Background: an optimization exercise with open tools, aiming at small area, a short achievable clock period and few clock cycles per item. Do not read the settings as production practice. Only simulation tests tie the RTL to the original design; equivalence was not proved.

==> run a <==
==> flow/design.v <==
`timescale 1ns / 1ps
package htlp_pkg;
  localparam int SLOT_COUNT = 16;
  localparam int SLOT_W     = 4;
  localparam int KEY_W      = 64;
  localparam int VAL_W      = 32;
  localparam int ENTRY_W    = 5;
  localparam logic [3:0] FNV_BASIS_LO = 4'h5;
  localparam logic [ENTRY_W-1:0] LOAD_LIMIT_RST = 5'd8;
  localparam logic [2:0] STAT_HIT      = 3'd0;
  localparam logic [2:0] STAT_INSERTED = 3'd1;
  localparam logic [2:0] STAT_MISS     = 3'd2;
  localparam logic [2:0] STAT_ZERO     = 3'd3;
  localparam logic [2:0] STAT_FULL     = 3'd4;
endpackage
`timescale 1ns / 1ps
module hash_table_linear_probe_top (
  input  logic               clk_i,
  input  logic               rst_ni,
  input  logic               cfg_valid_i,
  output logic               cfg_ready_o,
  input  logic [htlp_pkg::ENTRY_W-1:0] cfg_load_limit_i,
  input  logic               in_valid_i,
  output logic               in_stall_o,
  input  logic [1:0]         func_i,
  input  logic [htlp_pkg::KEY_W-1:0]   key_i,
  input  logic [htlp_pkg::VAL_W-1:0]   value_i,
  input  logic [htlp_pkg::SLOT_W-1:0]  start_slot_i,
  output logic               out_valid_o,
  input  logic               out_stall_i,
  output logic [2:0]         status_o,
  output logic [htlp_pkg::VAL_W-1:0]   found_value_o,
  output logic [htlp_pkg::KEY_W-1:0]   found_key_o,
  output logic [htlp_pkg::SLOT_W-1:0]  slot_index_o,
  output logic [htlp_pkg::ENTRY_W-1:0] entry_total_o
);
  localparam int N = 16;
  function automatic logic [N-1:0] lowest1(logic [N-1:0] x);
    logic seen;
    seen = 1'b0;
    for (int i = 0; i < N; i++) begin
      lowest1[i] = x[i] && !seen;
      seen = seen || x[i];
    end
  endfunction
  function automatic logic [3:0] enc(logic [N-1:0] x);
    enc = '0;
    for (int i = 0; i < N; i++) enc = enc | (x[i] ? 4'(i) : 4'd0);
  endfunction
  logic [63:0] key_mem [N];
  logic [31:0] val_mem [N];
  logic [N-1:0] used_q;
  logic [4:0]   count_q;
  logic [4:0]   limit_q;
  logic         can_ins_q;    
  logic adv_q, stall_q;    
  assign in_stall_o  = stall_q;
  assign cfg_ready_o = 1'b1;
  logic [7:0] in_en, in_x0, in_y1, in_p, in_q;
  always_comb begin
    logic keep;
    keep = 1'b1;
    for (int j = 0; j < 8; j++) begin
      keep = keep && (key_i[8*j +: 8] != 8'h00);
      in_en[j] = keep;
    end
    for (int j = 0; j < 8; j++) begin
      logic a, b;
      a = 1'b1;
      b = 1'(j & 1);
      for (int i = 0; i <= j; i++) begin
        a = a ^ key_i[8*i];
        b = b ^ key_i[8*i + 1];
        if (i < j && ((j - i) % 2) == 1) b = b ^ key_i[8*i];
      end
      in_x0[j] = a;
      in_y1[j] = a ^ b;
      in_p[j]  = b & ~a;
      in_q[j]  = b & a;
    end
  end
  logic        r0_v;
  logic [1:0]  r0_func;
  logic [63:0] r0_key;
  logic [31:0] r0_val;
  logic [3:0]  r0_start;
  logic [7:0]  r0_en, r0_x0, r0_y1, r0_p, r0_q;
  always_ff @(posedge clk_i or negedge rst_ni) begin
    if (!rst_ni) r0_v <= 1'b0;
    else if (adv_q) r0_v <= in_valid_i;
  end
  always_ff @(posedge clk_i) begin
    if (adv_q) begin
      r0_func  <= func_i;
      r0_key   <= key_i;
      r0_val   <= value_i;
      r0_start <= start_slot_i;
      r0_en    <= in_en;
      r0_x0    <= in_x0;
      r0_y1    <= in_y1;
      r0_p     <= in_p;
      r0_q     <= in_q;
    end
  end
  logic [63:0] sa_nkey;
  logic [3:0]  sa_home;
  always_comb begin
    logic h2, h3, d, pp;
    logic [7:0] last;
    for (int j = 0; j < 8; j++) sa_nkey[8*j +: 8] = r0_en[j] ? r0_key[8*j +: 8] : 8'h00;
    h2 = 1'b1;
    h3 = 1'b0;
    d  = 1'b1;
    pp = 1'b0;
    for (int j = 0; j < 8; j++) begin
      d  = d ^ r0_key[8*j + 2];
      h2 = h2 ^ (r0_en[j] & (r0_key[8*j + 2] ^ r0_p[j]));
      h3 = h3 ^ (r0_en[j] & (r0_key[8*j + 3] ^ r0_q[j] ^ ((d ^ pp) & ~r0_p[j])));
      pp = pp ^ r0_p[j];
    end
    for (int j = 0; j < 8; j++) last[j] = r0_en[j] && (j == 7 || !r0_en[(j + 1) % 8]);
    sa_home[0] = !r0_en[0] || (|(last & r0_x0));
    sa_home[1] = |(last & r0_y1);
    sa_home[2] = h2;
    sa_home[3] = h3;
  end
  logic        ra_v;
  logic [1:0]  ra_func;
  logic [63:0] ra_nkey;
  logic [31:0] ra_val;
  logic [3:0]  ra_start, ra_home;
  logic        ra_vnz;
  always_ff @(posedge clk_i or negedge rst_ni) begin
    if (!rst_ni) ra_v <= 1'b0;
    else if (adv_q) ra_v <= r0_v;
  end
  always_ff @(posedge clk_i) begin
    if (adv_q) begin
      ra_func  <= r0_func;
      ra_nkey  <= sa_nkey;
      ra_val   <= r0_val;
      ra_start <= r0_start;
      ra_vnz   <= (r0_val != '0);
      ra_home  <= sa_home;
    end
  end
  logic [N-1:0] s1_match;
  always_comb begin
    for (int k = 0; k < N; k++) s1_match[k] = used_q[k] && (key_mem[k] == ra_nkey);
  end
  logic        r1_v;
  logic [1:0]  r1_func;
  logic [63:0] r1_nkey;
  logic [31:0] r1_val;
  logic        r1_vnz;
  logic [3:0]  r1_home, r1_start;
  logic [N-1:0] r1_match;
  logic        r1_eqprev;
  always_ff @(posedge clk_i or negedge rst_ni) begin
    if (!rst_ni) r1_v <= 1'b0;
    else if (adv_q) r1_v <= ra_v;
  end
  always_ff @(posedge clk_i) begin
    if (adv_q) begin
      r1_func   <= ra_func;
      r1_nkey   <= ra_nkey;
      r1_val    <= ra_val;
      r1_vnz    <= ra_vnz;
      r1_home   <= ra_home;
      r1_match  <= s1_match;
      r1_eqprev <= (ra_nkey == r1_nkey);
      r1_start  <= ra_start;
    end
  end
  logic        r2_v, r2_ins, r2_keyen;
  logic [N-1:0] r2_sel;
  logic [2:0]  r2_status;
  logic [4:0]  r2_total;
  logic [N-1:0] s2_match, s2_hmask, s2_smask, s2_empty, s2_c1, s2_pick, s2_nsel, s2_sel;
  logic        s2_fwd, s2_any, s2_isget, s2_isset, s2_isnext, s2_nany, s2_ins, s2_wr;
  logic [2:0]  s2_status;
  logic [4:0]  s2_count;
  always_comb begin
    s2_isget  = (r1_func == 2'd0);
    s2_isset  = (r1_func == 2'd1) && r1_vnz;
    s2_isnext = (r1_func == 2'd2);
    s2_fwd    = r1_eqprev && r2_ins;
    s2_match  = s2_fwd ? r2_sel : r1_match;
    s2_any    = (|r1_match) || s2_fwd;
    for (int k = 0; k < N; k++) s2_hmask[k] = (4'(k) >= r1_home);
    s2_empty  = ~used_q;
    s2_c1     = s2_empty & s2_hmask;
    s2_pick   = (|s2_c1) ? lowest1(s2_c1) : lowest1(s2_empty);
    for (int k = 0; k < N; k++) s2_smask[k] = (4'(k) >= r1_start);
    s2_nsel   = lowest1(used_q & s2_smask);
    s2_nany   = |(used_q & s2_smask);
    s2_ins    = r1_v && s2_isset && !s2_any && can_ins_q;
    s2_wr     = r1_v && s2_isset && s2_any;
    s2_sel    = '0;
    s2_status = htlp_pkg::STAT_MISS;
    if (s2_isget) begin
      if (s2_any) begin
        s2_status = htlp_pkg::STAT_HIT;
        s2_sel    = s2_match;
      end
    end else if (r1_func == 2'd1) begin
      if (!r1_vnz) begin
        s2_status = htlp_pkg::STAT_ZERO;
      end else if (s2_any) begin
        s2_status = htlp_pkg::STAT_HIT;
        s2_sel    = s2_match;
      end else if (can_ins_q) begin
        s2_status = htlp_pkg::STAT_INSERTED;
        s2_sel    = s2_pick;
      end else begin
        s2_status = htlp_pkg::STAT_FULL;
      end
    end else if (s2_isnext) begin
      if (s2_nany) begin
        s2_status = htlp_pkg::STAT_HIT;
        s2_sel    = s2_nsel;
      end
    end
    s2_count = count_q + (s2_ins ? 5'd1 : 5'd0);
  end
  always_ff @(posedge clk_i or negedge rst_ni) begin
    if (!rst_ni) begin
      r2_v      <= 1'b0;
      r2_ins    <= 1'b0;
      used_q    <= '0;
      count_q   <= '0;
      limit_q   <= htlp_pkg::LOAD_LIMIT_RST;
      can_ins_q <= 1'b1;
    end else begin
      if (adv_q) begin
        r2_v      <= r1_v;
        r2_ins    <= s2_ins;
        if (s2_ins) used_q <= used_q | s2_pick;
        count_q   <= s2_count;
        can_ins_q <= (s2_count < limit_q) && (s2_count != 5'd16);
      end
      if (cfg_valid_i) begin
        limit_q   <= cfg_load_limit_i;
        can_ins_q <= (count_q < cfg_load_limit_i) && (count_q != 5'd16);
      end
    end
  end
  always_ff @(posedge clk_i) begin
    if (adv_q) begin
      r2_sel    <= s2_sel;
      r2_keyen  <= s2_isnext;
      r2_status <= s2_status;
      r2_total  <= s2_count;
    end
  end
  always_ff @(posedge clk_i) begin
    for (int k = 0; k < N; k++) begin
      if (!used_q[k]) key_mem[k] <= r1_nkey;
      if (!used_q[k] || (adv_q && s2_wr && s2_match[k])) val_mem[k] <= r1_val;
    end
  end
  logic [31:0] s3_val;
  logic [63:0] s3_key;
  always_comb begin
    s3_val = '0;
    s3_key = '0;
    for (int k = 0; k < N; k++) begin
      s3_val = s3_val | (r2_sel[k] ? val_mem[k] : 32'd0);
      s3_key = s3_key | (r2_sel[k] ? key_mem[k] : 64'd0);
    end
    if (!r2_keyen) s3_key = '0;
  end
  logic        o_v, s_v, prod, take, o_load;
  logic [2:0]  o_status, s_status;
  logic [31:0] o_val, s_val;
  logic [63:0] o_key, s_key;
  logic [3:0]  o_slot, s_slot;
  logic [4:0]  o_total, s_total;
  logic        o_v_d, s_v_d;
  assign prod   = adv_q && r2_v;
  assign take   = o_v && !out_stall_i;
  assign o_load = take || !o_v;
  always_comb begin
    if (o_load) begin
      o_v_d = s_v || prod;
      s_v_d = s_v && prod;
    end else begin
      o_v_d = 1'b1;
      s_v_d = s_v || prod;
    end
  end
  always_ff @(posedge clk_i or negedge rst_ni) begin
    if (!rst_ni) begin
      o_v     <= 1'b0;
      s_v     <= 1'b0;
      adv_q   <= 1'b1;
      stall_q <= 1'b0;
    end else begin
      o_v     <= o_v_d;
      s_v     <= s_v_d;
      adv_q   <= !(o_v_d && s_v_d);
      stall_q <= o_v_d && s_v_d;
    end
  end
  always_ff @(posedge clk_i) begin
    if (o_load) begin
      if (s_v) begin
        o_status <= s_status;
        o_val    <= s_val;
        o_key    <= s_key;
        o_slot   <= s_slot;
        o_total  <= s_total;
      end else begin
        o_status <= r2_status;
        o_val    <= s3_val;
        o_key    <= s3_key;
        o_slot   <= enc(r2_sel);
        o_total  <= r2_total;
      end
    end
    if (prod && (s_v || !o_load)) begin
      s_status <= r2_status;
      s_val    <= s3_val;
      s_key    <= s3_key;
      s_slot   <= enc(r2_sel);
      s_total  <= r2_total;
    end
  end
  assign out_valid_o   = o_v;
  assign status_o      = o_status;
  assign found_value_o = o_val;
  assign found_key_o   = o_key;
  assign slot_index_o  = o_slot;
  assign entry_total_o = o_total;
endmodule
==> flow/run.sh <==
#!/bin/bash
# synth_recipe.tcl (not shown) runs the flow's synth.tcl, then flattens the netlist and writes it again
# the make line also repeats each setting of config.mk as NAME=value (left out here)
make -C /OpenROAD-flow-scripts/flow DESIGN_CONFIG=/design/flow/config.mk WORK_HOME=/design/flow/orfs CLKGATE_MAP_FILE= SYNTH_SCRIPT=/design/flow/synth_recipe.tcl finish
==> flow/config.mk <==
export PLATFORM = sky130hd
export DESIGN_NAME = hash_table_linear_probe_top
export DESIGN_NICKNAME = hash_table_linear_probe_top
export VERILOG_FILES = /design/flow/design.v
export SDC_FILE = /design/flow/constraint.sdc
export NUM_CORES = 4
export LEC_CHECK = 0
export ABC_CLOCK_PERIOD_IN_PS = 2700
export CAP_MARGIN = 30
export CORE_MARGIN = 2
export CORE_UTILIZATION = 40
export CTS_CLUSTER_DIAMETER = 100
export CTS_CLUSTER_SIZE = 20
export PLACE_DENSITY = 0.7
export SETUP_SLACK_MARGIN = 3.3
export SLEW_MARGIN = 25
==> flow/constraint.sdc <==
create_clock -name core_clock -period 6.0 [get_ports {clk_i}]
set_input_delay 1.2000 -clock core_clock [delete_from_list [all_inputs] [get_ports {clk_i}]]
set_output_delay 1.2000 -clock core_clock [all_outputs]
set_load 0.01 [all_outputs]
==> run b: changes against run a <==
- ABC_CLOCK_PERIOD_IN_PS: 2700 -> 3300
- SETUP_SLACK_MARGIN: 3.3 -> 2.6
==> run c: changes against run a <==
- CORE_UTILIZATION: 40 -> 35
- CTS_CLUSTER_DIAMETER: 100 -> default
- CTS_CLUSTER_SIZE: 20 -> default
- PLACE_DENSITY: 0.7 -> default
==> run d: changes against run a <==
==> flow/flow/run.sh (new file) <==
#!/bin/bash
# The standard layout (the standard.sh, standard synthesis included), with
# plain buffers (buf_4) instead of the default delay cells on the port buffers.
set -uo pipefail
bash standard.sh "BUFFER_PORTS_ARGS=-buffer_cell sky130_fd_sc_hd__buf_4" finish > make_finish.log 2>&1
==> flow/standard.sh (new file) <==
#!/bin/bash
# synth_recipe.tcl (not shown) runs the flow's synth.tcl, then flattens the netlist and writes it again
# the make line also repeats each setting of config.mk as NAME=value (left out here)
make -C /OpenROAD-flow-scripts/flow DESIGN_CONFIG=/design/flow/config.mk WORK_HOME=/design/flow/orfs CLKGATE_MAP_FILE= SYNTH_SCRIPT=/design/flow/synth_recipe.tcl "${@:-finish}"
- CORE_UTILIZATION: 40 -> 35
- CTS_CLUSTER_DIAMETER: 100 -> default
- CTS_CLUSTER_SIZE: 20 -> default
- PLACE_DENSITY: 0.7 -> default
removed: flow/run.sh
==> comparison table <==
item	run d	run c	run a	run b
Outcome	finished clean	finished clean	finished clean	finished clean
Maximum number of pins on one net before global-route repair	113	105	91	162
Fill cell instance count of the final layout	23400	23200	19400	19600
Relative area change from synthesis to final layout	24.7%	25.7%	21.0%	15.8%
Final worst path period need	3.42 ns	3.30 ns	3.27 ns	3.63 ns
Half-perimeter wire length of the detailed placement result	405 mm	420 mm	417 mm	417 mm
Detailed Route WL	562 mm	583 mm	573 mm	561 mm
Met3 usage in global routing	14.5%	13.1%	17.9%	16.9%
Well Taps	3515	3515	3009	3009
Final period util	57.0%	55.0%	54.6%	60.4%
Clk Latency, worst-skew pair	0.99 ns	1.01 ns	0.90 ns	0.89 ns
Critical path arrival	4.26 ns	4.14 ns	3.96 ns	4.39 ns
Number of combinational gates with multiple inputs	3137	3137	3138	3137
Testbench counts of run a, summed over its fixed seeds: cycles 3,680, ops 3,520.
Testbench counts of run b, summed over its fixed seeds: cycles 3,680, ops 3,520.
Testbench counts of run c, summed over its fixed seeds: cycles 3,680, ops 3,520.
Testbench counts of run d, summed over its fixed seeds: cycles 3,680, ops 3,520.

## re-timing with driven ports
In the flow no input, the clock included, has a driving cell. The finished layouts below were timed again as built, in two steps.
Step 1 sets driving cells, clkbuf_16 on the clock port and buf_2 on the other inputs (assumed; they add their load-dependent delay and slew).
Step 2 times the ports against the registers' clock, not the clock port: input delays grow and output delays shrink by t, the midpoint of the rising clock arrivals with the driver on.
Slacks: no drivers / after step 1 / after step 2; pairs: no drivers / after step 1.
run	t (ns)	setup slack, ns	worst setup path after step 2	worst slew at a driven data input, ns
run a	0.959	2.726 / 2.726 / 2.474	input to register	0.06
run b	0.958	2.374 / 2.374 / 1.836	input to register	0.07
run c	1.042	2.702 / 2.702 / 2.420	input to register	0.07
run d	1.038	2.579 / 2.579 / 2.444	input to register	0.05
After both steps setup and hold are still met in every run listed. The setup slack of run b, which loses most, moves by 0.000 ns with the drivers and by -0.538 ns with both steps.
